Context: an optimization exercise on an open-source flow, tuned for small area, a short achievable clock period and few clock cycles per item. The choices shown serve that exercise and are no tape-out recipe.
The RTL was checked by simulation tests, not by an equivalence proof against the original design.

File: design/flow/config.mk
export PLATFORM = sky130hd
export DESIGN_NAME = sph_harmonic_norm_const_core
export DESIGN_NICKNAME = sph_harmonic_norm_const_core
export VERILOG_FILES = /design/flow/design.v
export SDC_FILE = /design/flow/constraint.sdc
export NUM_CORES = 4
export LEC_CHECK = 0
export CAP_MARGIN = 20
export CORE_MARGIN = 2
export CORE_UTILIZATION = 40
export SLEW_MARGIN = 20
File: design/flow/constraint.sdc
create_clock -name core_clock -period 8.0 [get_ports {clk}]
set_input_delay 1.6000 -clock core_clock [delete_from_list [all_inputs] [get_ports {clk}]]
set_output_delay 1.6000 -clock core_clock [all_outputs]
set_load 0.01 [all_outputs]
File: design/flow/design.v
package sphn_pkg;
    localparam int FIELD_W = 11;
    localparam logic [52:0] SQRT2_SIG = 53'h16A09E667F3BCD;
    localparam logic [1:0] D_MUL  = 2'd0;
    localparam logic [1:0] D_INIT = 2'd1;
    localparam logic [1:0] D_DIV  = 2'd2;
    localparam logic [1:0] D_UPD  = 2'd3;
    localparam logic [1:0] M_IT   = 2'd0;
    localparam logic [1:0] M_EXT  = 2'd1;
    localparam logic [1:0] M_NRM  = 2'd2;
    localparam logic [1:0] M_FIN  = 2'd3;
endpackage
module sph_harmonic_norm_const_core
#(
    parameter int DEGREE_BOUND = 2047
)
(
    input  logic               clk,
    input  logic               rst_n,
    input  logic               start,
    output logic               busy,
    input  logic [sphn_pkg::FIELD_W-1:0] degree,
    input  logic [sphn_pkg::FIELD_W-1:0] order,
    input  logic               cfg_we,
    input  logic [sphn_pkg::FIELD_W-1:0] cfg_wdata,
    output logic               done,
    output logic [63:0]        factor_bits,
    output logic               range_error
);
    logic [10:0] maxd_r;
    logic        busy_r;
    logic        done_r;
    logic        go_r;
    logic        run_r;
    logic        egt_r;
    logic        err_r;
    logic [10:0] l_r;
    logic [10:0] m_r;
    logic [11:0] k_r;
    logic        d_act;
    logic        s_act;
    logic        m_act;
    logic        last_r;
    logic        sq2n_r;
    logic        accept;
    logic        err_go;
    logic        adv;
    logic        d_done;
    logic        s_done;
    logic        m_done;
    logic [1:0]  dph;
    logic [3:0]  dcnt;
    logic [21:0] dp;
    logic [23:0] dR;
    logic [53:0] dq;
    logic [5:0]  dx;
    logic [24:0] db;
    logic [25:0] dsum;
    logic [21:0] dmsb;
    logic [4:0]  de;
    logic        dpow2;
    logic [53:0] srad;
    logic [54:0] srem;
    logic [53:0] sT;
    logic [7:0]  sexp;
    logic [57:0] strial;
    logic        sge;
    logic [53:0] sinc;
    logic [52:0] sxi;
    logic [5:0]  sxr;
    logic [1:0]  mph;
    logic [5:0]  mcnt;
    logic [52:0] mb;
    logic        mcb;
    logic [7:0]  mexp;
    logic [52:0] ma;
    logic        mr1;
    logic        mr0;
    logic        mst;
    logic [12:0] mxb;
    logic [52:0] fm;
    logic [10:0] fE;
    logic        mbit;
    logic        mpp_r;
    logic        mfin;
    logic        mhi;
    logic [52:0] mmant;
    logic        mguard;
    logic        msticky;
    logic        mup;
    logic [52:0] mopa;
    logic [52:0] mopb;
    logic [53:0] msum;
    logic [10:0] fB;
    logic [10:0] mE0;
    logic [10:0] mE1;
    assign accept = start && !busy_r;
    assign err_go = egt_r || (m_r > l_r);
    assign d_done = dq[53];
    assign s_done = sT[53];
    assign m_done = mph == sphn_pkg::M_FIN;
    assign adv    = run_r && (!d_act || d_done) && (!s_act || s_done) && (!m_act || m_done);
    always_ff @(posedge clk or negedge rst_n)
    begin
        if (!rst_n)
        begin
            maxd_r <= '0;
        end
        else if (cfg_we)
        begin
            maxd_r <= cfg_wdata;
        end
    end
    always_ff @(posedge clk or negedge rst_n)
    begin
        if (!rst_n)
        begin
            busy_r <= 1'b0;
            done_r <= 1'b0;
            go_r   <= 1'b0;
            run_r  <= 1'b0;
        end
        else
        begin
            done_r <= 1'b0;
            go_r   <= accept;
            if (accept)
            begin
                busy_r <= 1'b1;
            end
            else if (go_r)
            begin
                busy_r <= !err_go;
                run_r  <= !err_go;
                done_r <= err_go;
            end
            else if (adv && last_r)
            begin
                busy_r <= 1'b0;
                run_r  <= 1'b0;
                done_r <= 1'b1;
            end
        end
    end
    always_ff @(posedge clk)
    begin
        if (accept)
        begin
            l_r   <= degree;
            m_r   <= order;
            egt_r <= (degree > maxd_r) || (32'(degree) > DEGREE_BOUND);
        end
        if (go_r)
        begin
            err_r <= err_go;
        end
    end
    always_ff @(posedge clk)
    begin
        if (go_r)
        begin
            k_r    <= 12'd1;
            d_act  <= m_r != '0;
            s_act  <= 1'b1;
            m_act  <= 1'b0;
            last_r <= 1'b0;
            sq2n_r <= 1'b0;
        end
        else if (adv)
        begin
            k_r    <= k_r + 12'd1;
            d_act  <= k_r < {1'b0, m_r};
            s_act  <= k_r <= {1'b0, m_r};
            m_act  <= 1'b1;
            last_r <= (m_r == '0) ? (k_r == 12'd1) : sq2n_r;
            sq2n_r <= (m_r != '0) && (k_r == {1'b0, m_r} + 12'd1);
        end
    end
    always_comb
    begin
        dmsb = '0;
        de   = '0;
        for (int i = 0; i < 22; i++)
        begin
            if (dp[i])
            begin
                dmsb = 22'(1) << i;
                de   = 5'(i);
            end
        end
    end
    assign dpow2 = dmsb == dp;
    always_comb
    begin
        unique case (dph)
            sphn_pkg::D_UPD: db = {12'b0, k_r, 1'b0};
            sphn_pkg::D_MUL: db = dp[11] ? ~{13'b0, l_r, 1'b0} : '0;
            default:         db = {3'b0, dp};
        endcase
    end
    assign dsum = {1'b0, dR, 1'b0} - {1'b0, db};
    always_ff @(posedge clk)
    begin
        if (go_r)
        begin
            dph  <= sphn_pkg::D_MUL;
            dcnt <= '0;
            dR   <= '0;
            dq   <= '0;
            dp   <= {10'b0, l_r, 1'b1};
        end
        else if (adv)
        begin
            dp  <= dsum[21:0];
            dq  <= '0;
            dph <= sphn_pkg::D_INIT;
        end
        else
        begin
            unique case (dph)
                sphn_pkg::D_MUL:
                begin
                    dR   <= dsum[23:0];
                    dcnt <= dcnt + 4'd1;
                    if (dcnt == 4'd11)
                    begin
                        dp  <= dsum[23:2];
                        dph <= sphn_pkg::D_INIT;
                    end
                    else
                    begin
                        dp <= {dp[20:0], 1'b0};
                    end
                end
                sphn_pkg::D_INIT:
                begin
                    dR  <= dpow2 ? '0 : {2'b0, dmsb};
                    dq  <= {53'b0, dpow2};
                    dx  <= dpow2 ? 6'd0 - {1'b0, de} : ~{1'b0, de};
                    dph <= sphn_pkg::D_DIV;
                end
                sphn_pkg::D_DIV:
                begin
                    dR <= dsum[25] ? {dR[22:0], 1'b0} : dsum[23:0];
                    dq <= {dq[52:0], !dsum[25]};
                    if (dq[52])
                    begin
                        dR  <= {3'b0, dp[21:1]};
                        dph <= sphn_pkg::D_UPD;
                    end
                end
                default:
                begin
                end
            endcase
        end
    end
    assign strial = {1'b0, srem, srad[53:52]} - {2'b0, sT, 2'b01};
    assign sge    = !strial[57];
    assign sinc = {1'b0, dq[53:1]} + 54'(dq[0]);
    assign sxi  = {sinc[53] | sinc[52], sinc[51:0]};
    assign sxr  = dx + 6'(sinc[53]);
    always_ff @(posedge clk)
    begin
        if (go_r)
        begin
            srad <= {l_r, 1'b1, 42'b0};
            srem <= '0;
            sT   <= '0;
            sexp <= 8'd7;
        end
        else if (adv)
        begin
            srad <= sxr[0] ? {sxi, 1'b0} : {1'b0, sxi};
            srem <= '0;
            sT   <= '0;
            sexp <= {{3{sxr[5]}}, sxr[5:1]} + 8'd2;
        end
        else
        begin
            srad <= {srad[51:0], 2'b00};
            srem <= sge ? strial[54:0] : {srem[52:0], srad[53:52]};
            if (!sT[53])
            begin
                sT   <= {sT[52:0], sge};
                sexp <= sexp - 8'd1;
            end
        end
    end
    assign fB   = (fE == '0) ? 11'd1 : fE;
    assign mbit = mb[1] ^ (mb[0] & mcb);
    assign mfin = mph == sphn_pkg::M_FIN;
    assign mhi     = ma[52];
    assign mmant   = mhi ? ma : {ma[51:0], mr1};
    assign mguard  = mhi ? mr1 : mr0;
    assign msticky = mhi ? (mr0 | mst) : mst;
    assign mup     = mr1 && (mst || ma[0]);
    assign mopa = ma;
    assign mopb = mpp_r ? fm : {52'b0, mfin && mup};
    assign msum = {1'b0, mopa} + {1'b0, mopb};
    assign mE0  = mxb[10:0];
    assign mE1  = mxb[10:0] + 11'd1;
    always_ff @(posedge clk)
    begin
        if (go_r)
        begin
            mph <= sphn_pkg::M_FIN;
        end
        else if (adv)
        begin
            mb   <= sq2n_r ? sphn_pkg::SQRT2_SIG : sT[53:1];
            mcb  <= !sq2n_r && sT[0];
            mpp_r <= sq2n_r ? sphn_pkg::SQRT2_SIG[0] : sT[1] ^ sT[0];
            mexp <= sq2n_r ? 8'hcc : sexp;
            ma   <= '0;
            mr1  <= 1'b0;
            mr0  <= 1'b0;
            mst  <= 1'b0;
            mcnt <= '0;
            mph  <= sphn_pkg::M_IT;
        end
        else if (mph == sphn_pkg::M_IT || mph == sphn_pkg::M_EXT)
        begin
            ma   <= msum[53:1];
            mr1  <= msum[0];
            mr0  <= mr1;
            mst  <= mst | mr0;
            mb   <= {1'b0, mb[52:1]};
            mcb  <= mb[0] & mcb;
            mpp_r <= (mph == sphn_pkg::M_IT) && (mcnt != 6'd52) && mbit;
            mcnt <= mcnt + 6'd1;
            if (mph == sphn_pkg::M_IT)
            begin
                if (mcnt == '0)
                begin
                    mxb <= 13'(fB) + {{5{mexp[7]}}, mexp} + 13'd52;
                end
                if (mcnt == 6'd52)
                begin
                    mph <= mxb[12] || (mxb == '0) ? sphn_pkg::M_EXT : sphn_pkg::M_NRM;
                end
            end
            else
            begin
                mxb <= mxb + 13'd1;
                if (!mxb[12])
                begin
                    mph <= sphn_pkg::M_NRM;
                end
            end
        end
        else if (mph == sphn_pkg::M_NRM)
        begin
            ma  <= mmant;
            mr1 <= mguard;
            mst <= msticky;
            mxb <= mxb + 13'(mhi);
            mph <= sphn_pkg::M_FIN;
        end
    end
    always_ff @(posedge clk)
    begin
        if (go_r && err_go)
        begin
            fm <= '0;
            fE <= '0;
        end
        else if (adv)
        begin
            if (k_r == 12'd1)
            begin
                fm <= 53'h10000000000000;
                fE <= 11'd1023;
            end
            else if (mfin)
            begin
                fm <= {msum[53] | msum[52], msum[51:0]};
                fE <= !(msum[53] | msum[52]) ? 11'd0 : msum[53] ? mE1 : mE0;
            end
        end
    end
    assign busy        = busy_r;
    assign done        = done_r;
    assign factor_bits = {1'b0, fE, fm[51:0]};
    assign range_error = err_r;
endmodule
File: design/flow/run.sh
#!/bin/bash
# synth_recipe.tcl (not shown) runs the flow's synth.tcl, then flattens the netlist and writes it again
# the make line also repeats each setting of config.mk as NAME=value (left out here)
make -C /OpenROAD-flow-scripts/flow DESIGN_CONFIG=/design/flow/config.mk WORK_HOME=/design/flow/orfs CLKGATE_MAP_FILE= SYNTH_SCRIPT=/design/flow/synth_recipe.tcl finish
==> summary.txt, run 1 <==
Critical path
  • Worst-path cell chain: inv_1 > ha_4 > inv_2 > buf_4 > o21ai_0 > ha_1 > or2_2 > a21oi_1 > a21o_1 > o41a_1 > o31ai_4 > a41oi_4 > o21a_1 > nor2_8 > a222oi_1 > a21boi_1 > o21ai_1
  • Critical path peak fanout: 73
  • Worst setup SP type: flip-flop
  • Total number of cells along the worst setup path: 17
  • Nature of the critical path endpoint: flip-flop
  • Cell family with most CP delay: compound AO/OA/AOI/OAI gates
  • Slowest stage cell, crit path: buf_4
  • Cell depth of the worst flop-to-flop path: 17
  • Worst Path Arrival: ~5.7 ns
  • WP data required: 8.51 ns
  • WS Path Type: reg2reg
  • CP max stage delay: 0.61 ns
  • CP bufs+invs: 3

Route
  • DR iter-0 viols: ~2.1k
  • Vias per cell: around 5.6
  • Routed Antenna Nets: 0
  • Drc violations: 0
  • Routed length per placed instance: 17.9 um
  • Pre-antenna DRT Iters: 5
  • Routed WL: 93.2 mm
  • Via count: between 20k and 30k

Clocking
  • Longest Clk Path Bufs: 3
  • Worst skew pair latency: between 0.6 and 0.7 ns
  • CTS tree: built
  • Num CTS Buffers: between 60 and 70
  • Hold buffer count at CTS: 0
  • Worst-path clk slew: about 0.06 ns
  • Post-cts sizing count: 0
  • Postcts setup bufs: 0
  • Root Driver: clkbuf_16
  • CTS sink count: 543
  • H-tree depth: 3

Synthesis
  • Synthesized Nets: approximately 4.4k
  • Synth Area in Adders: roughly 7.9%
  • Cell variety after synth: roughly 90
  • Post-synth top flop: dfxtp_1
  • Synth Area in Simple Gates: roughly a fifth
  • Async SR Flop Fraction: under 10%
  • Post-Syn Area: ~0.034 mm^2
  • Multiplexer share of the synthesized area: under 10%
  • Seq/Total Area, Yosys: 37.1%
  • Largest family of logic cells by synthesized area: compound AO/OA/AOI/OAI gates
  • Post-synth EDFFs: 180
  • Synthesized area per cell: approximately 8.3 um^2
  • Synth Area in Compound Gates: between 20% and 30%
  • Ys Warns: 1
  • Synth Register Bits: 543
  • Post-Synth XOR/XNOR Area: slightly above 6%
  • Cells after Synth: 4127

Timing
  • Post-Route Skew: between 0.03 and 0.04 ns
  • Max-slew violation count: 0
  • RSZ-0062 raised after global routing: false
  • Period utilization: 65.2%
  • Worst Max-Slew Pin Slew: around 1.1 ns
  • Setup violators final: 0
  • Setup_tns: 0 ns
  • Achievable Freq: approximately 190 MHz
  • Post-layout min period: ~5.2 ns
  • Slew headroom: 28.2%
  • Final Hold Violating Endpoints: 0

Floorplanning
  • FP Rows: ~110
  • DIE WIDTH: about 300 um
  • Die H: a little under 300 um
  • Core Region: 0.0851 mm^2
  • I/O pins: between 100 and 150
  • Initial Util: about two fifths
  • Die ar.: ~0.088 mm^2

Final layout
  • Post-Route Utilization: 44.7%
  • Share of cells above drive strength 1: under 10%
  • Layout area overhead: 10.6%
  • # diodes: 0
  • Nets@finish: around 4.3k

Place
  • I/O Buffers: 102
  • GPL Wtd Cong: ~0.91
  • Post-DP HPWL: 64.1 mm

Flow run
  • Max-cap violations: 0

Hold path
  • WHS Path Cells: 2
  • Worst Hold Class: reg2reg

Global route
  • Antenna violations before repair: 0
  • Vias in the first global route: approximately 28k
  • GRT Util Overall: ~21%
  • Largest net degree at the start of global routing: roughly 130
  • First-pass GRT wire length: between 150 and 200 mm
  • Overflow left after global routing: 0

Outcome
  • Status: complete, no violations
-- cell type report --
type                    count  area, um^2
flip-flops and latches    543       12800
well taps                1144        1430
repair buffers            133        1270
multi-input cells        3097       19700
clock inverters            26         250
inverters                 180         681
clock buffers              98        1950
fillers                  8413       47100
-- routing by layer --
layer  up-vias  part of all wire [%]  global-route usage [%]
li1      14500                     -                       -
met1     13900                    47                    28.8
met5         -                     0                       0
met4         0                   2.4                    5.76
met2       713                    45                    33.3
met3       126                   4.8                    2.61
-- kinds of logic after synthesis --
kind of cell / count (synthesis)
mux: 137
buf+inv: 487
simple gates: 1424
fa+ha+maj: 216
flops: 543
compound gates: 1079
xor+xnor: 240
other cells: 1
-- worst register-to-register path, cell delays in order, from the launching register on --
cell and delay, ns:
dfxtp_1 0.43, inv_1 0.13, ha_4 0.44, inv_2 0.17, buf_4 0.61, o21ai_0 0.25
ha_1 0.34, or2_2 0.31, a21oi_1 0.21, a21o_1 0.11, o41a_1 0.34, o31ai_4 0.15
a41oi_4 0.33, o21a_1 0.55, nor2_8 0.11, a222oi_1 0.36, a21boi_1 0.19, o21ai_1 0.08
-- registers in the layout, summed over array words and instances, names as in the netlist, 12 cells and up --
register / count
k_r: 12
fm: 53
sT: 54
srem: 55
mb: 53
srad: 54
dR: 24
dp: 22
ma: 53
mxb: 13
dq: 54
-- cells in the final DEF, fill, tap and decap left out, types with 15 or more instances in the layout --
| cell type | count |
|---|---|
| xor2_1 | 100 |
| a21oi_1 | 353 |
| and3_1 | 36 |
| nor3_1 | 52 |
| clkbuf_1 | 19 |
| o21a_1 | 30 |
| nand3_1 | 154 |
| nor2_1 | 395 |
| o21bai_1 | 34 |
| a211oi_1 | 45 |
| a21o_1 | 56 |
| dfxtp_1 | 346 |
| nor2b_1 | 25 |
| nand2b_1 | 30 |
| clkdlybuf4s50_1 | 102 |
| nand4_1 | 50 |
| o31ai_1 | 35 |
| clkbuf_16 | 70 |
| xnor2_1 | 140 |
| nand2_1 | 507 |
| edfxtp_1 | 180 |
| o22ai_1 | 21 |
| o211ai_1 | 33 |
| o21ai_0 | 222 |
| a22oi_1 | 66 |
| nor4_1 | 25 |
| buf_4 | 30 |
| and2_1 | 63 |
| a31oi_1 | 25 |
| inv_1 | 175 |
| ha_1 | 208 |
| mux2i_1 | 131 |
| a221oi_1 | 15 |
| or3_1 | 23 |
-- stage by stage --
stage          instance area [um^2]  hold WS, ns  cells  setup WS [ns]
6_report                      38000        0.427   5221           2.79
5_1_grt                       38000        0.445   5221           2.39
4_1_cts                       38000        0.426   5221           2.82
3_5_place_dp                  35800        0.425   5097           2.83
3_3_place_gp                  35800        0.422   5097           2.88
2_1_floorplan                 34400        0.401   4127           2.71
-- synthesized netlist by cell type, types with 13 or more instances --
cell type / number / area share, %
o22ai_1: 21 / 0.38
a31oi_1: 26 / 0.47
edfxtp_1: 180 / 16
inv_1: 178 / 1.9
or3_1: 23 / 0.42
dfxtp_1: 348 / 20
nor4_1: 25 / 0.45
o31ai_1: 35 / 0.76
mux2i_1: 131 / 3.8
nor2_1: 398 / 4.3
a21oi_1: 356 / 5.2
buf_1: 22 / 0.24
and3_1: 36 / 0.65
a22oi_1: 66 / 1.4
xor2_1: 100 / 2.5
nor3_1: 52 / 0.76
ha_1: 211 / 7.7
o211ai_1: 33 / 0.72
nand2b_1: 30 / 0.55
nand2_1: 508 / 5.5
a21o_1: 57 / 1.2
nand4_1: 50 / 0.91
nand3_1: 154 / 2.2
a221oi_1: 15 / 0.38
or4_1: 13 / 0.28
o21bai_1: 34 / 0.74
and2_1: 63 / 1.1
a211oi_1: 45 / 0.98
clkbuf_1: 218 / 2.4
buf_4: 54 / 1.2
xnor2_1: 140 / 3.6
or2_2: 14 / 0.25
o21a_1: 30 / 0.65
o21ai_0: 222 / 3.2
dfrtp_1: 15 / 1.1
nor2b_1: 26 / 0.47
-- final timing paths --
check                         start        to  slack [ns]
min in group asynchronous     rst_n    busy_r        1.46
hold / removal             srad[35]  srad[37]        0.43
setup / recovery             dph[0]     dR[7]        2.79
hold reg to reg            srad[35]  srad[37]        0.43
max in group asynchronous     rst_n      go_r        5.93
setup reg to reg             dph[0]     dR[7]        2.79
Testbench counts, summed over its fixed seeds: cycles 603,180, requests 384.
==> run 2: changes to the inputs <==
--- a/design/flow/config.mk
+++ b/design/flow/config.mk
@@ -5,6 +5,7 @@
 export SDC_FILE = /design/flow/constraint.sdc
 export NUM_CORES = 4
 export LEC_CHECK = 0
+export ABC_AREA = 1
 export CAP_MARGIN = 20
 export CORE_MARGIN = 2
 export CORE_UTILIZATION = 40
==> run 2 against run 1 <==
Still clean. Non-clock buffer count decreased by 9. Critical path type unchanged. Area after synthesis rose by 9.4%. Global-route usage grew 3.6 points. Wire length is 28% higher.
==> summary.txt, run 2 <==
Outcome
  • Status: complete, no violations

Floorplanning
  • DIE WIDTH: 311 um (+4.5%)
  • Core Region: 0.0933 mm^2 (+9.6%)
  • FP Rows: 112 (+4.7%)
  • I/O pins: 104 (unchanged)
  • Initial Util: 40.3% (-0.085 points)
  • Die H: 311 um (+4.5%)
  • Die ar.: 0.0965 mm^2 (+9.3%)

Synthesis
  • Async SR Flop Fraction: 2.76% (unchanged)
  • Area contributors post-synth: dfxtp_1 19%, edfxtp_1 14%, nand2_1 12%
  • Synth Register Bits: 543 (unchanged)
  • Synthesized area per cell: 6.87 um^2 (-18%)
  • Most numerous cell in the Yosys netlist: nand2_1
  • Cell variety after synth: 61 (-31%)
  • Post-synth top area share: 18.5% (-1.7 points)
  • Synth Area in Simple Gates: 27.9% (+9.1 points)
  • Multiplexer share of the synthesized area: 0.0299% (-4.0 points)
  • Post-Syn Area: 0.0376 mm^2 (+9.4%)
  • Synth cell count leaders: 1176 x nand2_1, 699 x nor2_1, 659 x inv_1
  • Seq/Total Area, Yosys: 33.9% (-3.2 points)
  • Synthesized Nets: 5730 (+31%)
  • Ys Warns: 1 (unchanged)
  • Post-synth EDFFs: 180 (unchanged)
  • Synth area leader: dfxtp_1
  • Post-Synth XOR/XNOR Area: 3.79% (-2.3 points)
  • Cells after Synth: 5479 (+33%)
  • Synth Area in Compound Gates: 17.1% (-3.0 points)
  • Synth Area in Adders: 7.18% (-0.73 points)
  • Largest family of logic cells by synthesized area: simple AND/OR/NAND/NOR gates
  • Post-synth top flop: dfxtp_1

Critical path
  • WP data required: 8.54 ns (+0.03 ns)
  • WS Path Type: reg2reg
  • FF-to-FF Start: dph[0]
  • Reg-to-reg endpoint: dR[13]
  • R2R Setup Slk: 2.86 ns (+0.07 ns)
  • Critical path peak fanout: 89 (+22%)
  • Nature of the critical path endpoint: flip-flop
  • Worst Path Arrival: 5.68 ns (-0.04 ns)
  • Cell depth of the worst flop-to-flop path: 19 (+2)
  • Worst setup SP type: flip-flop

Clocking
  • Worst-path clk slew: 0.06 ns (about the same)
  • CTS tree: built
  • Worst skew pair latency: 0.65 ns (+0.03 ns)
  • Post-cts sizing count: 0 (unchanged)
  • Hold buffer count at CTS: 0 (unchanged)
  • Postcts setup bufs: 0 (unchanged)
  • Longest Clk Path Bufs: 3 (unchanged)
  • Root Driver: clkbuf_16
  • H-tree depth: 3 (unchanged)
  • CTS sink count: 543 (unchanged)
  • Num CTS Buffers: 66 (-1.5%)

Timing
  • Achievable Freq: 195 MHz (+1.4%)
  • RSZ-0062 raised after global routing: false
  • Max-slew violation count: 0 (unchanged)
  • Post-Route Skew: 0.0345 ns (+0.000309 ns)
  • Final Hold Violating Endpoints: 0 (unchanged)
  • Setup_tns: 0 ns (unchanged)
  • Post-layout min period: 5.14 ns (-0.0734 ns)
  • Period utilization: 64.3% (-0.92 points)
  • Worst Max-Slew Pin Slew: 1.10 ns (+0.0263 ns)
  • Slew headroom: 26.5% (-1.8 points)
  • Setup violators final: 0 (unchanged)

Final layout
  • Max reg flops: 55 (unchanged)
  • Share of cells above drive strength 1: 4.05% (-0.85 points)
  • Nets@finish: 5676 (+33%)
  • Filler cell count: 9933 (+18%)
  • Leading cell type in the layout, fill and taps excluded: nand2_1
  • Largest Register: srem
  • Commonest cells after routing, fill and taps aside: 1176 x nand2_1, 695 x nor2_1, 657 x inv_1, 498 x a21oi_1, 347 x dfxtp_1
  • # diodes: 0 (unchanged)
  • Layout area overhead: 9.88%

Hold path
  • Hold Crit Start: srad[41]
  • WHS Endpoint: srad[43]
  • Worst Hold Class: reg2reg
  • WHS Path Cells: 2 (unchanged)

Route
  • Drc violations: 0 (unchanged)
  • Vias per cell: 5.34 (-4.4%)
  • Routed length per placed instance: 17.7 um (-0.96%)
  • Pre-antenna DRT Iters: 6 (+1)
  • Routed Antenna Nets: 0 (unchanged)
  • Routed WL: 119 mm (+28%)
  • Via count: 36.0k (+23%)
  • DR iter-0 viols: 2951 (+40%)

Global route
  • First-pass GRT wire length: 191 mm (+26%)
  • Largest net degree at the start of global routing: 141 (+5.2%)
  • Antenna violations before repair: 0 (unchanged)
  • Vias in the first global route: 34.5k (+25%)
  • GRT Util Overall: 24.1% (+3.6 points)
  • Overflow left after global routing: 0 (unchanged)

Place
  • Post-DP HPWL: 89.2 mm (+39%)
  • GPL Wtd Cong: 0.978 (+7.3%)
  • I/O Buffers: 102 (unchanged)

Flow run
  • Max-cap violations: 0 (unchanged)
[run 2: changes by cell type after synthesis, sizes merged, moves of 48 or more]
cell    change
nand2     +678
inv       +505
nor2      +316
nand3     +196
a21oi     +148
mux2i     -131
xnor2     -110
o21ai      +88
clkbuf     -73
and2       -62
a22oi      -48
[run 2: cells by family after synthesis]
| family | after synthesis |
|---|---|
| other | 1 |
| AND/OR/NAND/NOR | 2495 |
| adder cells (fa/ha/maj) | 214 |
| buffers and inverters | 934 |
| AO/OA/AOI/OAI | 1128 |
| XOR/XNOR | 163 |
| flip-flops | 543 |
| multiplexers | 1 |
[run 2: metrics by stage]
stage / cell area (um^2) / setup slack, ns / util (%) / hold slack, ns / cells
after floorplan: 37600 / 3.59 / - / 0.413 / 5479
after global placement: 39200 / 3.14 / 42.0 / 0.431 / 6611
after detailed placement: 39200 / 3.00 / 42.0 / 0.429 / 6611
after CTS: 41300 / 3.00 / 44.3 / 0.435 / 6731
after global routing: 41300 / 2.49 / 44.3 / 0.456 / 6731
final: 41300 / 2.86 / 44.3 / 0.443 / 6731
[run 2: cell type report]
type                       instances  area, um^2  area share, %
sequential                       543       12800           30.8
multi-input combinational       4002       21100           51.0
timing repair buffer             124        1200           2.90
tap                             1254        1570           3.79
clock buffer                      97        1900           4.60
inverter                         688        2590           6.26
clock inverter                    23         236          0.572
[run 2: metal layers]
layer / track usage [%] / wire length, um / part of all wire [%] / vias up
li1: - / - / - / 18000
met1: 33.0 / 54600 / 46 / 16700
met2: 39.8 / 54300 / 46 / 1038
met3: 3.15 / 6710 / 5.6 / 182
met4: 6.97 / 3450 / 2.9 / 0
met5: 0 / 0 / 0 / -
[run 2: worst max path at each step]
stage	cells after the start	slack, ns	endpoint	from
after floorplan	8	3.59	mb[0]	dq[53]
after global placement	18	3.14	dp[20]	dph[0]
after detailed placement	19	3.00	dR[13]	dph[0]
after CTS	19	3.00	dR[13]	dph[0]
after global routing	19	2.49	dR[18]	dph[0]
final	19	2.86	dR[13]	dph[0]
[run 2: worst max-delay path, stage by stage, from the launching register on]
cell and delay, ns:
dfxtp_1 0.42, inv_1 0.11, ha_1 0.35, inv_4 0.47
buf_4 0.79, o221ai_1 0.28, o21ai_0 0.16, ha_1 0.28
nand2_1 0.15, nor2_1 0.19, nand3_1 0.11, nand3_1 0.14
nand3_1 0.18, nand2_2 0.63, inv_1 0.26, nand2_1 0.12
nand3_1 0.09, nand3_1 0.10, nand2_1 0.05, a21oi_1 0.13
==> run 3: changes to the inputs <==
--- a/design/flow/design.v
+++ b/design/flow/design.v
@@ -45,15 +45,17 @@
     logic        accept;
     logic        err_go;
     logic        adv;
+    logic        adv_r;
+    logic        adv_nx;
     logic        d_done;
     logic        s_done;
     logic        m_done;
     logic [1:0]  dph;
-    logic [3:0]  dcnt;
     logic [21:0] dp;
     logic [23:0] dR;
     logic [53:0] dq;
     logic [5:0]  dx;
+    logic        dmul;
     logic [24:0] db;
     logic [25:0] dsum;
     logic [21:0] dmsb;
@@ -62,17 +64,19 @@
     logic [53:0] srad;
     logic [54:0] srem;
     logic [53:0] sT;
-    logic [7:0]  sexp;
+    logic [4:0]  sexp;
+    logic [4:0]  s0h;
     logic [57:0] strial;
     logic        sge;
-    logic [53:0] sinc;
+    logic [52:0] sinc;
+    logic        sovf;
     logic [52:0] sxi;
     logic [5:0]  sxr;
     logic [1:0]  mph;
     logic [5:0]  mcnt;
     logic [52:0] mb;
     logic        mcb;
-    logic [7:0]  mexp;
+    logic [4:0]  mexp;
     logic [52:0] ma;
     logic        mr1;
     logic        mr0;
@@ -92,14 +96,21 @@
     logic [52:0] mopb;
     logic [53:0] msum;
     logic [10:0] fB;
-    logic [10:0] mE0;
-    logic [10:0] mE1;
+    logic        movf;
+    logic        mcin;
+    logic [12:0] minc;
     assign accept = start && !busy_r;
     assign err_go = egt_r || (m_r > l_r);
     assign d_done = dq[53];
     assign s_done = sT[53];
     assign m_done = mph == sphn_pkg::M_FIN;
-    assign adv    = run_r && (!d_act || d_done) && (!s_act || s_done) && (!m_act || m_done);
+    logic adv_c;
+    assign adv_c  = run_r && (!d_act || d_done) && (!s_act || s_done) && (!m_act || m_done);
+    assign adv    = adv_r;
+    assign adv_nx = run_r && !go_r && !adv_r
+                    && (!d_act || ((dph == sphn_pkg::D_DIV) ? dq[52] : dq[53]))
+                    && (!s_act || sT[53] || sT[52])
+                    && (!m_act || mph == sphn_pkg::M_NRM || mph == sphn_pkg::M_FIN);
     always_ff @(posedge clk or negedge rst_n)
     begin
         if (!rst_n)
@@ -119,10 +130,12 @@
             done_r <= 1'b0;
             go_r   <= 1'b0;
             run_r  <= 1'b0;
+            adv_r  <= 1'b0;
         end
         else
         begin
             done_r <= 1'b0;
+            adv_r  <= adv_nx;
             go_r   <= accept;
             if (accept)
             begin
@@ -190,24 +203,17 @@
         end
     end
     assign dpow2 = dmsb == dp;
-    always_comb
-    begin
-        unique case (dph)
-            sphn_pkg::D_UPD: db = {12'b0, k_r, 1'b0};
-            sphn_pkg::D_MUL: db = dp[11] ? ~{13'b0, l_r, 1'b0} : '0;
-            default:         db = {3'b0, dp};
-        endcase
-    end
+    assign dmul = dph == sphn_pkg::D_MUL;
+    assign db   = (!dmul || dq[11]) ? {{3{dmul}}, dp} : '0;
     assign dsum = {1'b0, dR, 1'b0} - {1'b0, db};
     always_ff @(posedge clk)
     begin
         if (go_r)
         begin
             dph  <= sphn_pkg::D_MUL;
-            dcnt <= '0;
             dR   <= '0;
-            dq   <= '0;
-            dp   <= {10'b0, l_r, 1'b1};
+            dq   <= {41'b0, 1'b1, l_r, 1'b1};
+            dp   <= {10'h3ff, ~l_r, 1'b1};
         end
         else if (adv)
         begin
@@ -221,16 +227,12 @@
                 sphn_pkg::D_MUL:
                 begin
                     dR   <= dsum[23:0];
-                    dcnt <= dcnt + 4'd1;
-                    if (dcnt == 4'd11)
+                    dq   <= {dq[52:0], 1'b0};
+                    if (dq[23])
                     begin
                         dp  <= dsum[23:2];
                         dph <= sphn_pkg::D_INIT;
                     end
-                    else
-                    begin
-                        dp <= {dp[20:0], 1'b0};
-                    end
                 end
                 sphn_pkg::D_INIT:
                 begin
@@ -246,6 +248,7 @@
                     if (dq[52])
                     begin
                         dR  <= {3'b0, dp[21:1]};
+                        dp  <= {9'b0, k_r, 1'b0};
                         dph <= sphn_pkg::D_UPD;
                     end
                 end
@@ -257,9 +260,21 @@
     end
     assign strial = {1'b0, srem, srad[53:52]} - {2'b0, sT, 2'b01};
     assign sge    = !strial[57];
-    assign sinc = {1'b0, dq[53:1]} + 54'(dq[0]);
-    assign sxi  = {sinc[53] | sinc[52], sinc[51:0]};
-    assign sxr  = dx + 6'(sinc[53]);
+    always_comb
+    begin
+        s0h = '0;
+        for (int i = 0; i < 12; i++)
+        begin
+            if ({l_r, 1'b1} >> i != 12'd0)
+            begin
+                s0h = 5'(i >> 1);
+            end
+        end
+    end
+    assign sinc = dq[53:1] + 53'(dq[0]);
+    assign sovf = &dq;
+    assign sxi  = {sinc[52] | sovf, sinc[51:0]};
+    assign sxr  = dx + 6'(sovf);
     always_ff @(posedge clk)
     begin
         if (go_r)
@@ -267,14 +282,14 @@
             srad <= {l_r, 1'b1, 42'b0};
             srem <= '0;
             sT   <= '0;
-            sexp <= 8'd7;
+            sexp <= s0h;
         end
         else if (adv)
         begin
             srad <= sxr[0] ? {sxi, 1'b0} : {1'b0, sxi};
             srem <= '0;
             sT   <= '0;
-            sexp <= {{3{sxr[5]}}, sxr[5:1]} + 8'd2;
+            sexp <= sxr[5:1];
         end
         else
         begin
@@ -283,7 +298,6 @@
             if (!sT[53])
             begin
                 sT   <= {sT[52:0], sge};
-                sexp <= sexp - 8'd1;
             end
         end
     end
@@ -298,8 +312,9 @@
     assign mopa = ma;
     assign mopb = mpp_r ? fm : {52'b0, mfin && mup};
     assign msum = {1'b0, mopa} + {1'b0, mopb};
-    assign mE0  = mxb[10:0];
-    assign mE1  = mxb[10:0] + 11'd1;
+    assign movf = mup && (&ma);
+    assign mcin = (mph == sphn_pkg::M_EXT) || (mph == sphn_pkg::M_NRM && mhi) || (mfin && movf);
+    assign minc = mxb + 13'(mcin);
     always_ff @(posedge clk)
     begin
         if (go_r)
@@ -311,7 +326,7 @@
             mb   <= sq2n_r ? sphn_pkg::SQRT2_SIG : sT[53:1];
             mcb  <= !sq2n_r && sT[0];
             mpp_r <= sq2n_r ? sphn_pkg::SQRT2_SIG[0] : sT[1] ^ sT[0];
-            mexp <= sq2n_r ? 8'hcc : sexp;
+            mexp <= sq2n_r ? 5'd0 : sexp;
             ma   <= '0;
             mr1  <= 1'b0;
             mr0  <= 1'b0;
@@ -333,7 +348,7 @@
             begin
                 if (mcnt == '0)
                 begin
-                    mxb <= 13'(fB) + {{5{mexp[7]}}, mexp} + 13'd52;
+                    mxb <= 13'(fB) + {{8{mexp[4]}}, mexp};
                 end
                 if (mcnt == 6'd52)
                 begin
@@ -342,7 +357,7 @@
             end
             else
             begin
-                mxb <= mxb + 13'd1;
+                mxb <= minc;
                 if (!mxb[12])
                 begin
                     mph <= sphn_pkg::M_NRM;
@@ -354,7 +369,7 @@
             ma  <= mmant;
             mr1 <= mguard;
             mst <= msticky;
-            mxb <= mxb + 13'(mhi);
+            mxb <= minc;
             mph <= sphn_pkg::M_FIN;
         end
     end
@@ -374,8 +389,8 @@
             end
             else if (mfin)
             begin
-                fm <= {msum[53] | msum[52], msum[51:0]};
-                fE <= !(msum[53] | msum[52]) ? 11'd0 : msum[53] ? mE1 : mE0;
+                fm <= {movf | msum[52], msum[51:0]};
+                fE <= !(movf | msum[52]) ? 11'd0 : minc[10:0];
             end
         end
     end
--- a/design/flow/config.mk
+++ b/design/flow/config.mk
@@ -8,5 +8,7 @@
 export ABC_AREA = 1
 export CAP_MARGIN = 20
 export CORE_MARGIN = 2
-export CORE_UTILIZATION = 40
+export CORE_UTILIZATION = 55
+export PLACE_DENSITY = 0.8
+export SETUP_SLACK_MARGIN = 4.5
 export SLEW_MARGIN = 20
==> run 3 against run 2 <==
Register-to-register slack improved by 1.8 ns. Non-clock buffer count increased by 19. Core utilization increased by 17 points. First-iteration DRC count increased by 30%. Worst setup slack improved by 1.8 ns. Area after synthesis decreased by 4.6%. Cell count decreased by 11%. Die area decreased by 30%. Largest cell class unchanged.
==> summary.txt, run 3 <==
Synthesis
  • Post-synth top area share: 18.1% (-0.38 points)
  • Post-synth top flop: dfxtp_1
  • Cell variety after synth: 67 (+9.8%)
  • Seq/Total Area, Yosys: 35.4% (+1.5 points)
  • Post-synth EDFFs: 193 (+7.2%)
  • Async SR Flop Fraction: 3.00% (+0.23 points)
  • Cells after Synth: 5103 (-6.9%)
  • Most numerous cell in the Yosys netlist: nand2_1
  • Ys Warns: 1 (unchanged)
  • Synth cell count leaders: 1128 x nand2_1, 659 x inv_1, 482 x a21oi_1
  • Post-Syn Area: 0.0359 mm^2 (-4.6%)
  • Synth area leader: dfxtp_1
  • Area contributors post-synth: dfxtp_1 18%, edfxtp_1 16%, nand2_1 12%
  • Synthesized area per cell: 7.03 um^2 (+2.4%)
  • Synth Register Bits: 534 (-1.7%)
  • Synthesized Nets: 5338 (-6.8%)

Place
  • I/O Buffers: 102 (unchanged)
  • GPL Wtd Cong: 1.01 (+3.0%)
  • Post-DP HPWL: 77.3 mm (-13%)

Floorplanning
  • I/O pins: 104 (unchanged)
  • DIE WIDTH: 259 um (-17%)
  • FP Rows: 93 (-17%)
  • Die H: 259 um (-17%)
  • Core Region: 0.0645 mm^2 (-31%)
  • Die ar.: 0.0673 mm^2 (-30%)
  • Initial Util: 55.7% (+15 points)

Clocking
  • Worst-path clk slew: 0.06 ns (about the same)
  • Num CTS Buffers: 58 (-12%)
  • H-tree depth: 2 (-1)
  • Root Driver: clkbuf_16
  • CTS sink count: 534 (-1.7%)
  • Worst skew pair latency: 0.66 ns (about the same)
  • Longest Clk Path Bufs: 3 (unchanged)
  • CTS tree: built

Critical path
  • Reg-to-reg endpoint: dp[1]
  • Nature of the critical path endpoint: flip-flop
  • Cell depth of the worst flop-to-flop path: 11 (-8)
  • Critical path peak fanout: 21 (-76%)
  • R2R Setup Slk: 4.62 ns (+1.76 ns)
  • CP Launch Point: dph[0]
  • Worst Path Arrival: 3.78 ns (-1.90 ns)
  • Critical Path Sink: dp[1]
  • WS Path Type: reg2reg
  • WP data required: 8.40 ns (-0.14 ns)
  • FF-to-FF Start: dph[0]
  • Worst setup SP type: flip-flop

Final layout
  • Footprint of the multi-input gates: 0.0199 mm^2 (-5.9%)
  • Commonest cells after routing, fill and taps aside: 1126 x nand2_1, 656 x inv_1, 480 x a21oi_1, 437 x nor2_1, 365 x o21ai_0
  • Sequential cell area: 0.0127 mm^2 (-0.32%)
  • Leading cell type in the layout, fill and taps excluded: nand2_1
  • Share of cells above drive strength 1: 5.30% (+1.2 points)
  • Max reg flops: 55 (unchanged)
  • Layout area overhead: 10.6%
  • Largest Register: srem
  • # diodes: 0 (unchanged)
  • Nets@finish: 5315 (-6.4%)
  • Filler cell count: 5885 (-41%)

Route
  • Drc violations: 0 (unchanged)
  • Routed WL: 107 mm (-10%)
  • Via count: 34.9k (-3.0%)
  • Routed Antenna Nets: 0 (unchanged)
  • Routed length per placed instance: 17.9 um (+1.0%)
  • Pre-antenna DRT Iters: 6 (unchanged)
  • DR iter-0 viols: 3826 (+30%)
  • Vias per cell: 5.83 (+9.1%)

Timing
  • Period utilization: 42.2% (-22 points)
  • Setup violators final: 0 (unchanged)
  • Achievable Freq: 296 MHz (+52%)
  • Hold slack: 0.438 ns (-0.00470 ns)
  • Setup_tns: 0 ns (unchanged)
  • Final Hold Violating Endpoints: 0 (unchanged)
  • RSZ-0062 raised after global routing: false
  • Post-Route Skew: 0.0220 ns (-0.0125 ns)
  • Max-slew violation count: 0 (unchanged)
  • Post-layout min period: 3.38 ns (-1.76 ns)
  • Worst Max-Slew Pin Slew: 0.982 ns (-0.121 ns)
  • Slew headroom: 34.5% (+8.0 points)

Global route
  • First-pass GRT wire length: 169 mm (-11%)
  • Antenna violations before repair: 0 (unchanged)
  • GRT Util Overall: 30.6% (+6.5 points)
  • Largest net degree at the start of global routing: 107 (-24%)
  • Overflow left after global routing: 0 (unchanged)
  • Vias in the first global route: 32.7k (-5.1%)

Outcome
  • Status: complete, no violations

Hold path
  • Worst Hold Class: reg2reg

Flow run
  • Max-cap violations: 0 (unchanged)
==> run 3: cell types whose count changed after synthesis, moves of 23 or more <==
cell     delta
dfxtp_1    -23
nand2_1    -48
nand3_1    -24
nor2_1    -246
o21ai_0    +96
o21ai_1    -35
xor2_1     -23
==> run 3: worst min path at each step <==
stage / startpoint / to / slack, ns / cells past startpoint
finish: srad[39] / srad[41] / 0.44 / 2
global route: srad[34] / srad[36] / 0.46 / 2
CTS: srad[51] / srad[53] / 0.44 / 2
detailed placement: srad[51] / srad[53] / 0.43 / 2
global placement: srad[51] / srad[53] / 0.43 / 2
floorplan: srad[8] / srad[10] / 0.41 / 2
==> run 3: kinds of logic after synthesis <==
logic type,count (synthesis),synth area share (%)
simple gates,2205,26.4
compound gates,1110,17.2
buf+inv,900,10.2
flops,534,35.4
fa+ha+maj,198,6.97
xor+xnor,154,3.76
other cells,1,0.0104
mux,1,0.0314
==> run 3: repair_timing <==
action	in CTS	in global routing
gates resized for setup	18	57
setup buffers	3	11
gates cloned	0	5
setup endpoints to repair	223	283
pin swaps	2	12
hold buffers	0	0
==> run 3: stage by stage <==
step / worst slack, ns / instances / instance area [um^2] / utilization (%)
after floorplan: 4.79 / 5103 / 35900 / -
after global placement: 3.29 / 5855 / 37100 / 57.5
after detailed placement: 3.50 / 5856 / 37100 / 57.5
after CTS: 4.48 / 5969 / 39300 / 60.9
after global routing: 4.43 / 5985 / 39700 / 61.6
final: 4.62 / 5985 / 39700 / 61.6
==> run 3: critical path, stage by stage (launching register included) <==
cell and delay (ns):
dfxtp_1 0.34, inv_1 0.12, ha_2 0.43, inv_1 0.30, nor2_1 0.16, buf_4 0.29, inv_1 0.20, a21oi_1 0.24
a21oi_1 0.16, nor2_2 0.37, clkinvlp_4 0.25, buf_4 0.24
==> run 3: final cells by class <==
type | count | share of cell area [%]
well taps | 855 | 2.70
clock buffers | 81 | 4.26
multi-input cells | 3672 | 50.1
flip-flops and latches | 534 | 32.0
clock inverters | 29 | 0.971
inverters | 671 | 6.41
repair buffers | 143 | 3.57
==> run 3: layer usage <==
metal	track usage (%)	wire length, um	part of all wire (%)	vias to the layer above
met4	10.7	3620	3.4	0
met5	0	0	0	-
met2	49.6	48200	45	1449
met3	4.34	8850	8.3	234
met1	41.9	46200	43	16200
li1	-	-	-	17000
Testbench counts of run 3, summed over its fixed seeds: cycles 603,180, requests 384.
==> run 4: changes to the inputs <==
--- a/design/flow/config.mk
+++ b/design/flow/config.mk
@@ -5,7 +5,6 @@
 export SDC_FILE = /design/flow/constraint.sdc
 export NUM_CORES = 4
 export LEC_CHECK = 0
-export ABC_AREA = 1
 export CAP_MARGIN = 20
 export CORE_MARGIN = 2
 export CORE_UTILIZATION = 55
==> run 4 against run 3 <==
The flow now stops in global routing. Area after synthesis fell by 6.4%. Synthesized cell count down 23%.
==> summary.txt, run 4 <==
Outcome
  • Status: stopped before the end
  • Stop err: [ERROR GRT-0229] Vertical edge usage exceeds the maximum allowed. (27, 21) usage=65535 limit=2200
  • Stopping stage: global routing

Synthesis
  • Ys Warns: 1 (unchanged)
  • Synthesized Nets: 4179 (-22%)
  • Cells after Synth: 3944 (-23%)
  • Synth area leader: dfxtp_1
  • Most numerous cell in the Yosys netlist: nor2_1
  • Post-synth top area share: 19.4% (+1.2 points)
  • Synth cell count leaders: 434 x nor2_1, 379 x nand2_1, 330 x a21oi_1
  • Async SR Flop Fraction: 3.00% (unchanged)
  • Post-Syn Area: 0.0336 mm^2 (-6.4%)
  • Cell variety after synth: 103 (+54%)
  • Seq/Total Area, Yosys: 37.8% (+2.4 points)
  • Post-synth top flop: dfxtp_1
  • Area contributors post-synth: dfxtp_1 19%, edfxtp_1 17%, ha_1 7.3%
  • Synth Register Bits: 534 (unchanged)
  • Synthesized area per cell: 8.52 um^2 (+21%)
  • Post-synth EDFFs: 193 (unchanged)

Clocking
  • CTS sink count: 534 (unchanged)
  • H-tree depth: 2 (unchanged)
  • Longest Clk Path Bufs: 3 (unchanged)
  • Num CTS Buffers: 59 (+1.7%)
  • Root Driver: clkbuf_16

Timing
  • Worst_ep kind: register data pin
  • Post-GRT worst EP: fE[9]$_SDFFE_PP0P_/D

Place
  • Post-DP HPWL: 60.1 mm (-22%)
  • Placed cell count: 4571 (-22%)
  • I/O Buffers: 102 (unchanged)
  • GPL Wtd Cong: 0.937 (-7.0%)
  • Placed Area: 0.0346 mm^2 (-6.7%)

Floorplanning
  • Initial Util: 55.7% (about the same)
  • DIE WIDTH: 251 um (-3.2%)
  • FP Rows: 90 (-3.2%)
  • Die H: 251 um (-3.2%)
  • I/O pins: 104 (unchanged)

Global route
  • Largest net degree at the start of global routing: 69
[run 4: cell count changes after synthesis, sizes merged, moves of 34 or more]
| cell | delta |
|---|---|
| xnor2 | +91 |
| clkbuf | +56 |
| inv | -501 |
| a21oi | -153 |
| o21ai | -151 |
| mux2i | +101 |
| a22o | +68 |
| a21o | +49 |
| a22oi | +70 |
| and2 | +71 |
| xor2 | -46 |
| nand2 | -755 |
| nand3 | -231 |
| nand4 | -34 |
[run 4: through the flow]
step / worst slack (ns)
3_5_place_dp: 3.51
2_1_floorplan: 4.50
4_1_cts: 4.30
3_3_place_gp: 3.67
[run 4: repair_timing]
item | 4_1_cts
endpoints found under the setup margin | 239
setup buffers | 14
gates resized for setup | 134
gates cloned | 7
hold buffers | 0
pin swaps | 29
[run 4: cell families after synthesis]
group	Yosys count	share of synthesized area, %
AND/OR/NAND/NOR	1318	18.5
AO/OA/AOI/OAI	1111	21.5
flip-flops	534	37.8
buffers and inverters	467	6.04
adder cells (fa/ha/maj)	200	7.50
XOR/XNOR	199	5.19
multiplexers	114	3.45
other	1	0.0112
[run 4: worst min-delay path by stage]
stage / cells after the start / end / start
floorplan: 1 / adv_r / d_act
global placement: 2 / srad[13] / srad[11]
detailed placement: 2 / srad[7] / srad[5]
CTS: 2 / srad[7] / srad[5]
==> run 5: changes to the inputs <==
--- a/design/flow/config.mk
+++ b/design/flow/config.mk
@@ -7,7 +7,6 @@
 export LEC_CHECK = 0
 export CAP_MARGIN = 20
 export CORE_MARGIN = 2
-export CORE_UTILIZATION = 55
-export PLACE_DENSITY = 0.8
+export CORE_UTILIZATION = 40
 export SETUP_SLACK_MARGIN = 4.5
 export SLEW_MARGIN = 20
==> run 5 against run 4 <==
Now clean on timing, DRC and antenna. Area after synthesis stayed put. Synthesized cell count is the same.
==> summary.txt, run 5 <==
Final layout
  • Leading cell type in the layout, fill and taps excluded: nor2_1
  • Sequential cell area: around 0.013 mm^2
  • Largest Register: srem
  • Max reg flops: 55
  • Filler cell count: between 7k and 8k
  • Post-Route Utilization: 47.7%
  • Share of cells above drive strength 1: between 10% and 20%
  • Footprint of the multi-input gates: 0.0206 mm^2
  • Nets@finish: roughly 4.2k
  • Commonest cells after routing, fill and taps aside: 415 x nor2_1, 372 x nand2_1, 306 x dfxtp_1, 297 x a21oi_1, 193 x edfxtp_1
  • Layout area overhead: 18.5%

Global route
  • Overflow left after global routing: 0
  • Vias in the first global route: roughly 28k
  • Largest net degree at the start of global routing: 63
  • GRT Util Overall: between 20% and 30%
  • First-pass GRT wire length: 154 mm
  • Antenna violations before repair: 0

Synthesis
  • Cell variety after synth: 103 (unchanged)
  • Synth area leader: dfxtp_1
  • Synthesized Nets: 4179 (unchanged)
  • Synth Register Bits: 534 (unchanged)
  • Cells after Synth: 3944 (unchanged)
  • Async SR Flop Fraction: 3.00% (unchanged)
  • Synthesized area per cell: 8.52 um^2 (unchanged)
  • Post-synth top flop: dfxtp_1
  • Ys Warns: 1 (unchanged)
  • Seq/Total Area, Yosys: 37.8% (unchanged)
  • Post-synth top area share: 19.4% (unchanged)
  • Post-synth EDFFs: 193 (unchanged)
  • Post-Syn Area: 0.0336 mm^2 (unchanged)
  • Synth cell count leaders: 434 x nor2_1, 379 x nand2_1, 330 x a21oi_1
  • Area contributors post-synth: dfxtp_1 19%, edfxtp_1 17%, ha_1 7.3%
  • Most numerous cell in the Yosys netlist: nor2_1

Timing
  • Final worst setup slack: approximately 4.3 ns
  • Setup_tns: 0 ns
  • Achievable Freq: around 270 MHz
  • Post-Route Skew: ~0.027 ns
  • Hold slack: around 0.42 ns
  • Worst Max-Slew Pin Slew: 1.10 ns
  • RSZ-0062 raised after global routing: true
  • Max-slew violation count: 0
  • Period utilization: a little under half
  • Final Hold Violating Endpoints: 0
  • Post-layout min period: around 3.7 ns
  • Slew headroom: between 20% and 30%
  • Setup violators final: 0

Clocking
  • Worst skew pair latency: between 0.6 and 0.7 ns
  • Worst-path clk slew: about 0.060 ns
  • CTS tree: built
  • Longest Clk Path Bufs: 3 (unchanged)
  • Root Driver: clkbuf_16
  • H-tree depth: 3 (+1)
  • Hold buffer count at CTS: 0 (unchanged)
  • CTS sink count: 534 (unchanged)
  • Num CTS Buffers: 66 (+12%)

Hold path
  • WHS Endpoint: adv_r
  • WHS Path Cells: 1
  • Hold Crit Start: d_act
  • Worst Hold Class: reg2reg

Place
  • GPL Wtd Cong: 0.886 (-5.4%)
  • Post-DP HPWL: 64.4 mm (+7.2%)
  • Dpl ws: 2.46 ns (-1.05 ns)
  • I/O Buffers: 102 (unchanged)

Critical path
  • Reg-to-reg endpoint: fE[6]
  • FF-to-FF Start: mpp_r
  • WS Path Type: reg2reg
  • Nature of the critical path endpoint: flip-flop
  • Worst setup SP type: flip-flop
  • WP data required: 8.46 ns
  • R2R Setup Slk: ~4.3 ns
  • Worst Path Arrival: approximately 4.2 ns
  • Cell depth of the worst flop-to-flop path: 14
  • Critical path peak fanout: 27

Flow run
  • Max-cap violations: 0

Floorplanning
  • Core Region: ~0.083 mm^2
  • DIE WIDTH: 294 um (+17%)
  • FP Rows: 106 (+18%)
  • Die H: 294 um (+17%)
  • I/O pins: 104 (unchanged)
  • Initial Util: 40.3% (-15 points)
  • Die ar.: around 0.086 mm^2

Route
  • Pre-antenna DRT Iters: 5
  • Routed length per placed instance: a little under 20 um
  • Vias per cell: 5.79
  • DR iter-0 viols: 2166
  • Routed WL: about 100 mm
  • Drc violations: 0
  • Routed Antenna Nets: 0
  • Via count: 29.5k

Outcome
  • Status: complete, no violations
-- run 5: cell counts after synthesis --
Identical to the previous run, type by type.
-- run 5: worst max path at each step --
stage | from | end | slack, ns | cells past startpoint
finish | mpp_r | fE[6] | 4.26 | 14
detailed placement | dq[21] | srad[44] | 2.46 | 14
global route | mpp_r | fE[8] | 4.13 | 14
CTS | mpp_r | fE[4] | 4.29 | 16
floorplan | dph[0] | dR[8] | 4.50 | 18
global placement | dq[20] | srad[44] | 2.53 | 14
-- run 5: final cells by class --
cell class              count  share of cell area [%]
diodes                      1                 0.00628
clock buffers              92                    4.72
clock inverters            30                   0.685
inverters                 170                    1.65
multi-input cells        2947                    51.8
flip-flops and latches    534                    32.0
well taps                1080                    3.39
repair buffers            233                    5.75
repair inverters            1                  0.0220
-- run 5: what timing repair did --
action / CTS / global route
resized for setup: 160 / 228
cloned: 8 / 2
setup endpoints to repair: 237 / 201
pin swaps: 39 / 116
buffers inserted: 41 / 43
-- run 5: worst max-delay path, cell delays in order (launching register included) --
cell and delay, ns:
edfxtp_1 0.49, buf_4 0.19, bufbuf_16 0.30, and2_1 0.17, ha_2 0.32, and4_1 0.24
and3_1 0.22, and3_1 0.21, nand3_1 0.09, and3_4 0.22, a21oi_2 0.08, or3_4 0.42
a211oi_4 0.35, buf_6 0.22, nor3_2 0.04
-- run 5: per-layer routing --
metal	GRT usage [%]	wire, um	up-vias	part of all wire [%]
met3	4.09	6460	179	6.5
met2	36.4	46200	944	46
met1	29.2	44100	14200	44
met5	0	0	-	0
met4	7.73	3030	0	3.0
li1	-	-	14200	-
-- run 5: through the flow --
stage / std cells / area [um^2]
after global routing: 5087 / 39800
after detailed placement: 4871 / 35000
after global placement: 4871 / 35000
after floorplan: 3944 / 33600
after CTS: 5042 / 38300
final: 5088 / 39800
-- run 5: logic make-up after synthesis --
logic type / after synthesis / share of synthesized area [%]
multiplexers: 114 / 3.45
XOR/XNOR: 199 / 5.19
AO/OA/AOI/OAI: 1111 / 21.5
adder cells (fa/ha/maj): 200 / 7.50
AND/OR/NAND/NOR: 1318 / 18.5
flip-flops: 534 / 37.8
other: 1 / 0.0112
buffers and inverters: 467 / 6.04
==> run 6: changes to the inputs <==
--- a/design/flow/design.v
+++ b/design/flow/design.v
@@ -34,7 +34,6 @@
     logic        run_r;
     logic        egt_r;
     logic        err_r;
-    logic [10:0] l_r;
     logic [10:0] m_r;
     logic [11:0] k_r;
     logic        d_act;
@@ -100,7 +99,7 @@
     logic        mcin;
     logic [12:0] minc;
     assign accept = start && !busy_r;
-    assign err_go = egt_r || (m_r > l_r);
+    assign err_go = egt_r;
     assign d_done = dq[53];
     assign s_done = sT[53];
     assign m_done = mph == sphn_pkg::M_FIN;
@@ -140,12 +139,13 @@
             if (accept)
             begin
                 busy_r <= 1'b1;
+                run_r  <= 1'b1;
             end
-            else if (go_r)
+            else if (go_r && err_go)
             begin
-                busy_r <= !err_go;
-                run_r  <= !err_go;
-                done_r <= err_go;
+                busy_r <= 1'b0;
+                run_r  <= 1'b0;
+                done_r <= 1'b1;
             end
             else if (adv && last_r)
             begin
@@ -159,9 +159,8 @@
     begin
         if (accept)
         begin
-            l_r   <= degree;
             m_r   <= order;
-            egt_r <= (degree > maxd_r) || (32'(degree) > DEGREE_BOUND);
+            egt_r <= (order > degree) || (degree > maxd_r) || (32'(degree) > DEGREE_BOUND);
         end
         if (go_r)
         begin
@@ -170,10 +169,10 @@
     end
     always_ff @(posedge clk)
     begin
-        if (go_r)
+        if (accept)
         begin
             k_r    <= 12'd1;
-            d_act  <= m_r != '0;
+            d_act  <= order != '0;
             s_act  <= 1'b1;
             m_act  <= 1'b0;
             last_r <= 1'b0;
@@ -208,12 +207,12 @@
     assign dsum = {1'b0, dR, 1'b0} - {1'b0, db};
     always_ff @(posedge clk)
     begin
-        if (go_r)
+        if (accept)
         begin
             dph  <= sphn_pkg::D_MUL;
             dR   <= '0;
-            dq   <= {41'b0, 1'b1, l_r, 1'b1};
-            dp   <= {10'h3ff, ~l_r, 1'b1};
+            dq   <= {41'b0, 1'b1, degree, 1'b1};
+            dp   <= {10'h3ff, ~degree, 1'b1};
         end
         else if (adv)
         begin
@@ -265,7 +264,7 @@
         s0h = '0;
         for (int i = 0; i < 12; i++)
         begin
-            if ({l_r, 1'b1} >> i != 12'd0)
+            if ({degree, 1'b1} >> i != 12'd0)
             begin
                 s0h = 5'(i >> 1);
             end
@@ -277,9 +276,9 @@
     assign sxr  = dx + 6'(sovf);
     always_ff @(posedge clk)
     begin
-        if (go_r)
+        if (accept)
         begin
-            srad <= {l_r, 1'b1, 42'b0};
+            srad <= {degree, 1'b1, 42'b0};
             srem <= '0;
             sT   <= '0;
             sexp <= s0h;
@@ -317,7 +316,7 @@
     assign minc = mxb + 13'(mcin);
     always_ff @(posedge clk)
     begin
-        if (go_r)
+        if (accept)
         begin
             mph <= sphn_pkg::M_FIN;
         end
--- a/design/flow/config.mk
+++ b/design/flow/config.mk
@@ -5,8 +5,10 @@
 export SDC_FILE = /design/flow/constraint.sdc
 export NUM_CORES = 4
 export LEC_CHECK = 0
+export ABC_AREA = 1
 export CAP_MARGIN = 20
 export CORE_MARGIN = 2
-export CORE_UTILIZATION = 40
-export SETUP_SLACK_MARGIN = 4.5
+export CORE_UTILIZATION = 50
+export PLACE_DENSITY = 0.75
+export SETUP_SLACK_MARGIN = 5.0
 export SLEW_MARGIN = 20
==> run 6 against run 5 <==
Still clean on timing, DRC and antenna. Die area decreased by 13%. Fmax increased by 22%. Non-clock buffer count increased by 8. Sequential cell count decreased by 12. Largest cell class unchanged.
==> summary.txt, run 6 <==
Route
  • Via count: 36.7k (+25%)
  • Routed length per placed instance: 18.6 um (-5.4%)
  • Vias per cell: 5.77 (-0.42%)
  • Pre-antenna DRT Iters: 6 (+1)

Floorplanning
  • Die ar.: 0.0747 mm^2 (-13%)
  • FP Rows: 98 (-7.5%)
  • Core Region: 0.0716 mm^2 (-14%)

Synthesis
  • Synth cell count leaders: 1219 x nand2_1, 638 x nor2_1, 630 x inv_1
  • Post-synth top flop: dfxtp_1
  • Most numerous cell in the Yosys netlist: nand2_1
  • Cell variety after synth: 67 (-35%)
  • Seq/Total Area, Yosys: 34.1% (-3.8 points)
  • Cells after Synth: 5279 (+34%)
  • Synthesized area per cell: 6.87 um^2 (-19%)
  • Synth Register Bits: 522 (-2.2%)
  • Post-Syn Area: 0.0363 mm^2 (+7.9%)
  • Area contributors post-synth: dfxtp_1 18%, edfxtp_1 15%, nand2_1 13%
  • Post-synth top area share: 17.9% (-1.4 points)
  • Synth area leader: dfxtp_1
  • Synthesized Nets: 5514 (+32%)
  • Post-synth EDFFs: 182 (-5.7%)

Global route
  • Met3 usage: 4.33% (+0.24 points)
  • Vias in the first global route: 34.0k (+22%)
  • Met1 usage: 41.1% (+12 points)
  • Antenna violations before repair: 0 (unchanged)
  • Met2 Resource Use GR: 48.3% (+12 points)
  • GRT Util Overall: 29.9% (+7.7 points)
  • GR peak layer: met2

Final layout
  • Nets@finish: 5602 (+34%)
  • Finished layout cell area: 0.0431 mm^2 (+8.3%)
  • Largest Register: srem
  • Filler cell count: 6559 (-17%)
  • Share of cells above drive strength 1: 14.2% (+0.087 points)
  • Max reg flops: 55 (unchanged)
  • Layout area overhead: 19.0%
  • Commonest cells after routing, fill and taps aside: 1137 x nand2_1, 615 x inv_1, 575 x nor2_1, 431 x a21oi_1, 304 x dfxtp_1
  • # diodes: 0 (-1)

Timing
  • Max-slew violation count: 0 (unchanged)
  • Slew headroom: 35.8% (+9.5 points)
  • Setup_tns: 0 ns (unchanged)
  • Worst Max-Slew Pin Slew: 0.961 ns (-0.142 ns)
  • Post-Route Skew: 0.0379 ns (+0.0114 ns)
  • Final Hold Violating Endpoints: 0 (unchanged)

Critical path
  • CP max stage delay: 0.47 ns (-0.02 ns)
  • Slowest stage cell, crit path: nor4_4
  • Cell family with most CP delay: simple AND/OR/NAND/NOR gates
  • Worst-path cell chain: nand4_1 > nor4_4 > nand4_1 > a21oi_2 > ha_2 > ha_4 > nand2_4 > nor3_4 > nand3_2 > buf_6 > xor2_2 > nand2_1 > nand3_2 > a21oi_1
  • Worst setup SP type: flip-flop
  • CP bufs+invs: 1 (-2)
  • WP data required: 8.52 ns (+0.06 ns)

Clocking
  • Worst skew pair latency: 0.67 ns (+0.04 ns)
  • Num CTS Buffers: 59 (-11%)
  • CTS tree: built
  • CTS sink count: 522 (-2.2%)
  • Root Driver: clkbuf_16
  • Worst-path clk slew: 0.06 ns (about the same)
  • Longest Clk Path Bufs: 3 (unchanged)

Place
  • Placed Area: 0.0375 mm^2 (+7.2%)
  • GPL Wtd Cong: 0.994 (+12%)

Outcome
  • Status: complete, no violations

Hold path
  • Worst Hold Class: reg2reg
-- run 6: cell count changes in the layout (fill, tap and decap cells not counted), moves of 63 or more --
cell             delta
a21oi_1           +134
a22o_1             -73
a22oi_1            -76
and2_1             -63
clkdlybuf4s50_1    -71
dlygate4sd2_1      +63
inv_1             +455
mux2i_1           -101
nand2_1           +765
nand3_1           +205
nor2_1            +160
xnor2_1            -96
-- run 6: through the flow --
stage                     setup WS [ns]  cells  hold slack (ns)
after floorplan                    4.85   5279            0.393
after global placement             2.43   6123            0.416
after detailed placement           2.38   6123            0.420
after CTS                          4.93   6298            0.430
after global routing               4.81   6368            0.453
final                              4.93   6368            0.428
-- run 6: area by class of cell --
class	count	area [um^2]	area share, %
Clock inverter	41	427	0.989
Multi-Input combinational cell	3892	22700	52.6
Sequential cell	522	12400	28.7
Timing Repair Buffer	241	2390	5.53
Inverter	649	2510	5.81
Timing Repair inverter	2	12.5	0.0290
Clock buffer	71	1550	3.60
Tap cell	950	1190	2.76
-- run 6: logic make-up after synthesis --
| family | after synthesis | synth area share, % |
|---|---|---|
| mux | 1 | 0.0311 |
| compound gates | 992 | 15.3 |
| xor+xnor | 144 | 3.48 |
| buf+inv | 877 | 9.93 |
| fa+ha+maj | 198 | 6.90 |
| simple gates | 2544 | 30.3 |
| other cells | 1 | 0.0103 |
| flops | 522 | 34.1 |
-- run 6: metal layers --
metal / wire length (um) / vias up
met5: 0 / -
met4: 4520 / 0
met3: 9080 / 312
met2: 53300 / 1515
met1: 51400 / 17200
li1: - / 17700
-- run 6: tightest hold or removal path, delay by kind of cell (launching register included) --
kind | cells | cell delay [ns]
flip-flops | 1 | 0.30
AND/OR/NAND/NOR | 2 | 0.10
-- run 6: timing repair --
action                     CTS  global route
cloned                      15             9
hold buffers                 0             0
setup buffers               48            61
pin swaps                   29           116
resized for setup          262           407
setup endpoints to repair  622           278
-- run 6: worst paths after layout --
path / cells after the start / start / end
setup reg to reg: 14 / ma[20] / fE[8]
min in group asynchronous: 1 / rst_n / go_r
hold / removal: 2 / srad[35] / srad[37]
max in group asynchronous: 1 / rst_n / adv_r
hold reg to reg: 2 / srad[35] / srad[37]
setup / recovery: 14 / ma[20] / fE[8]
Testbench counts of run 6, summed over its fixed seeds: cycles 602,796, requests 384.

re-timing with driven ports:
In the flow no input, the clock included, has a driving cell. The finished layouts below were timed again as built, in two steps.
Step 1 (the two cells are an assumption about what drives the block):
set clk [get_ports {clk}]
set_driving_cell -lib_cell sky130_fd_sc_hd__clkbuf_16 $clk
set_driving_cell -lib_cell sky130_fd_sc_hd__buf_2 [delete_from_list [all_inputs] $clk]
Step 2 moves the port delays by t, midway between the first and last clock arrival at a register: inputs arrive t later, outputs are due t later. That takes back most of the time a late clock gives input paths.
a / b / c = ideal ports / drivers / drivers and shift; a / b = the first two.
| run | t (ns) | setup WS [ns] | worst register clock-pin slew, ns |
|---|---|---|---|
| run 1 | 0.667 | 2.786 / 2.786 / 2.786 | 0.06 / 0.06 |
| run 2 | 0.702 | 2.859 / 2.859 / 2.859 | 0.06 / 0.06 |
| run 3 | 0.709 | 4.621 / 4.611 / 4.328 | 0.07 / 0.07 |
| run 5 | 0.681 | 4.260 / 4.260 / 4.077 | 0.06 / 0.06 |
| run 6 | 0.718 | 4.928 / 4.928 / 4.401 | 0.07 / 0.07 |
After both steps setup and hold are still met in every run listed. The setup slack of run 6, which loses most, moves by 0.000 ns with the drivers and by -0.527 ns with both steps.
